Background: an optimization exercise with open tools, aiming at small area, a short achievable clock period and few clock cycles per item. Do not read the settings as production practice.
In this exercise RTL edits were held to simulation tests only and were not proved equivalent to the original.

## main
==> flow/design.v (excerpt) <==
module path_option_payoff #(
  parameter int MAX_PATH_LEN = pop_pkg::MaxPathLen
) (
  input  logic                       clk_i,
  input  logic                       rst_ni,
  input  logic                       sample_valid_i,
  output logic                       sample_ready_o,
  input  logic [pop_pkg::PriceW-1:0] sample_price_i,
  input  logic                       sample_last_i,
  output logic                       result_valid_o,
  input  logic                       result_ready_i,
  output logic [pop_pkg::PriceW-1:0] result_payoff_o,
  output logic                       result_crossed_o,
  input  logic                       cfg_valid_i,
  output logic                       cfg_ready_o,
  input  logic [pop_pkg::CfgIdxW-1:0] cfg_index_i,
  input  logic [pop_pkg::CfgDataW-1:0] cfg_data_i
);
For scale: about 3100 cells after synthesis, roughly 390 flip-flops, ~28000 um^2 of cells after synthesis.
==> flow/config.mk <==
export PLATFORM = sky130hd
export DESIGN_NAME = path_option_payoff
export DESIGN_NICKNAME = path_option_payoff
export VERILOG_FILES = /design/flow/design.v
export SDC_FILE = /design/flow/constraint.sdc
export NUM_CORES = 4
export LEC_CHECK = 0
export CAP_MARGIN = 20
export CORE_MARGIN = 2
export CORE_UTILIZATION = 55
export SETUP_SLACK_MARGIN = 5
export SLEW_MARGIN = 20
==> flow/constraint.sdc <==
create_clock -name core_clock -period 11.0 [get_ports {clk_i}]
set_input_delay 2.2000 -clock core_clock [delete_from_list [all_inputs] [get_ports {clk_i}]]
set_output_delay 2.2000 -clock core_clock [all_outputs]
set_load 0.01 [all_outputs]
standard.sh (not shown) runs the stock make flow with config.mk's settings and CLKGATE_MAP_FILE= SYNTH_SCRIPT=/design/flow/synth_recipe.tcl, a recipe that flattens the netlist after the stock synthesis.
==> flow/flow/run.sh <==
#!/bin/bash
set -euo pipefail
bash standard.sh SETUP_SLACK_MARGIN=6.5 finish > standard.log 2>&1
Testbench counts of main, summed over its fixed seeds: cycles 68,934, paths 2,560.
> inputs changed (main -> the feature branch)
==> flow/flow/run.sh <==
#!/bin/bash
set -euo pipefail
bash standard.sh SETUP_SLACK_MARGIN=6.3 finish > standard.log 2>&1
==> comparison <==
- Against main, the feature branch comes in 7 higher on clock-buffer cell count.
- Delta (the feature branch minus main): area overhead of the layout relative to synthesis lost 3.5 points; count of endpoints failing setup in the final report did not really move; utilization fell 1.9 points.
- The feature branch ended up with met5 as its highest layer used for signal routing; main ended up with met4.


Starting RTL as in the previous note.
==> flow/config.mk <==
export PLATFORM = sky130hd
export DESIGN_NAME = path_option_payoff
export DESIGN_NICKNAME = path_option_payoff
export VERILOG_FILES = /design/flow/design.v
export SDC_FILE = /design/flow/constraint.sdc
export NUM_CORES = 4
export LEC_CHECK = 0
export CAP_MARGIN = 20
export CORE_MARGIN = 2
export CORE_UTILIZATION = 55
export CTS_BUF_LIST = sky130_fd_sc_hd__clkbuf_4 sky130_fd_sc_hd__clkbuf_8
export SETUP_SLACK_MARGIN = 5
export SLEW_MARGIN = 20
==> flow/constraint.sdc <==
create_clock -name core_clock -period 11.0 [get_ports {clk_i}]
set_input_delay 2.2000 -clock core_clock [delete_from_list [all_inputs] [get_ports {clk_i}]]
set_output_delay 2.2000 -clock core_clock [all_outputs]
set_load 0.01 [all_outputs]
==> flow/flow/run.sh <==
#!/bin/bash
set -euo pipefail
bash standard.sh SETUP_SLACK_MARGIN=6.3 finish > standard.log 2>&1
The starting point finished with timing, DRC and antenna clean.
Testbench counts at the start, summed over its fixed seeds: cycles 68,934, paths 2,560.
Rerun with:
- CORE_UTILIZATION: 55 -> 65
- CTS_BUF_LIST: sky130_fd_sc_hd__clkbuf_4 sky130_fd_sc_hd__clkbuf_8 -> unset
After rerunning:
- cell area barely changes
- die area shrinks by 15%
- setup slack improved by 47 ps
- via count grows by 1.8%
- synthesized cell count is unchanged
Rerun with:
==> flow/flow/run.sh (replaced) <==
#!/bin/bash
set -euo pipefail
bash standard.sh SETUP_SLACK_MARGIN=6 finish > standard.log 2>&1
- CORE_UTILIZATION: 65 -> 55
What happened: The new run finished clean. Worst setup slack is worse by 180 ps. Fmax shrinks by a few percent. Global-route usage shrinks by 6.2 points. Routed wire length grows slightly. Final cell count grows slightly.

[afterwards: timing with drivers on the ports]
How much do the figures lean on ideal ports? The routed layouts below were timed once more, with nothing changed but the port constraints. Step 1 (the two cells are an assumption about what drives the block):
set clk [get_ports {clk_i}]
set_driving_cell -lib_cell sky130_fd_sc_hd__clkbuf_16 $clk
set_driving_cell -lib_cell sky130_fd_sc_hd__buf_2 [delete_from_list [all_inputs] $clk]
Step 2 also shifts input and output timing later by t, the mid clock arrival at the registers, as if the neighbouring blocks saw the same clock. Slacks: no drivers / after step 1 / after step 2; pairs: no drivers / after step 1.
| run | t, ns | slack for setup (ns) | worst setup path after step 2 | clock arrival spread, ns | slew at the worst register clock pin (ns) |
|---|---|---|---|---|---|
| main | 0.645 | 6.523 / 6.523 / 6.075 | input to register | 0.025 / 0.025 | 0.07 / 0.07 |
| the feature branch | 0.649 | 6.356 / 6.356 / 5.877 | input to register | 0.029 / 0.029 | 0.06 / 0.06 |
| the first run of note 2 | 0.712 | 6.305 / 6.305 / 5.892 | input to register | 0.028 / 0.028 | 0.07 / 0.07 |
| the second run of note 2 | 0.649 | 6.352 / 6.352 / 5.935 | input to register | 0.033 / 0.033 | 0.07 / 0.07 |
| the third run of note 2 | 0.645 | 6.174 / 6.174 / 5.784 | input to register | 0.051 / 0.050 | 0.07 / 0.07 |
After both steps setup and hold are still met in every run listed. For the feature branch, which loses most, drivers alone change the setup slack by 0.000 ns; drivers and shift together by -0.479 ns.
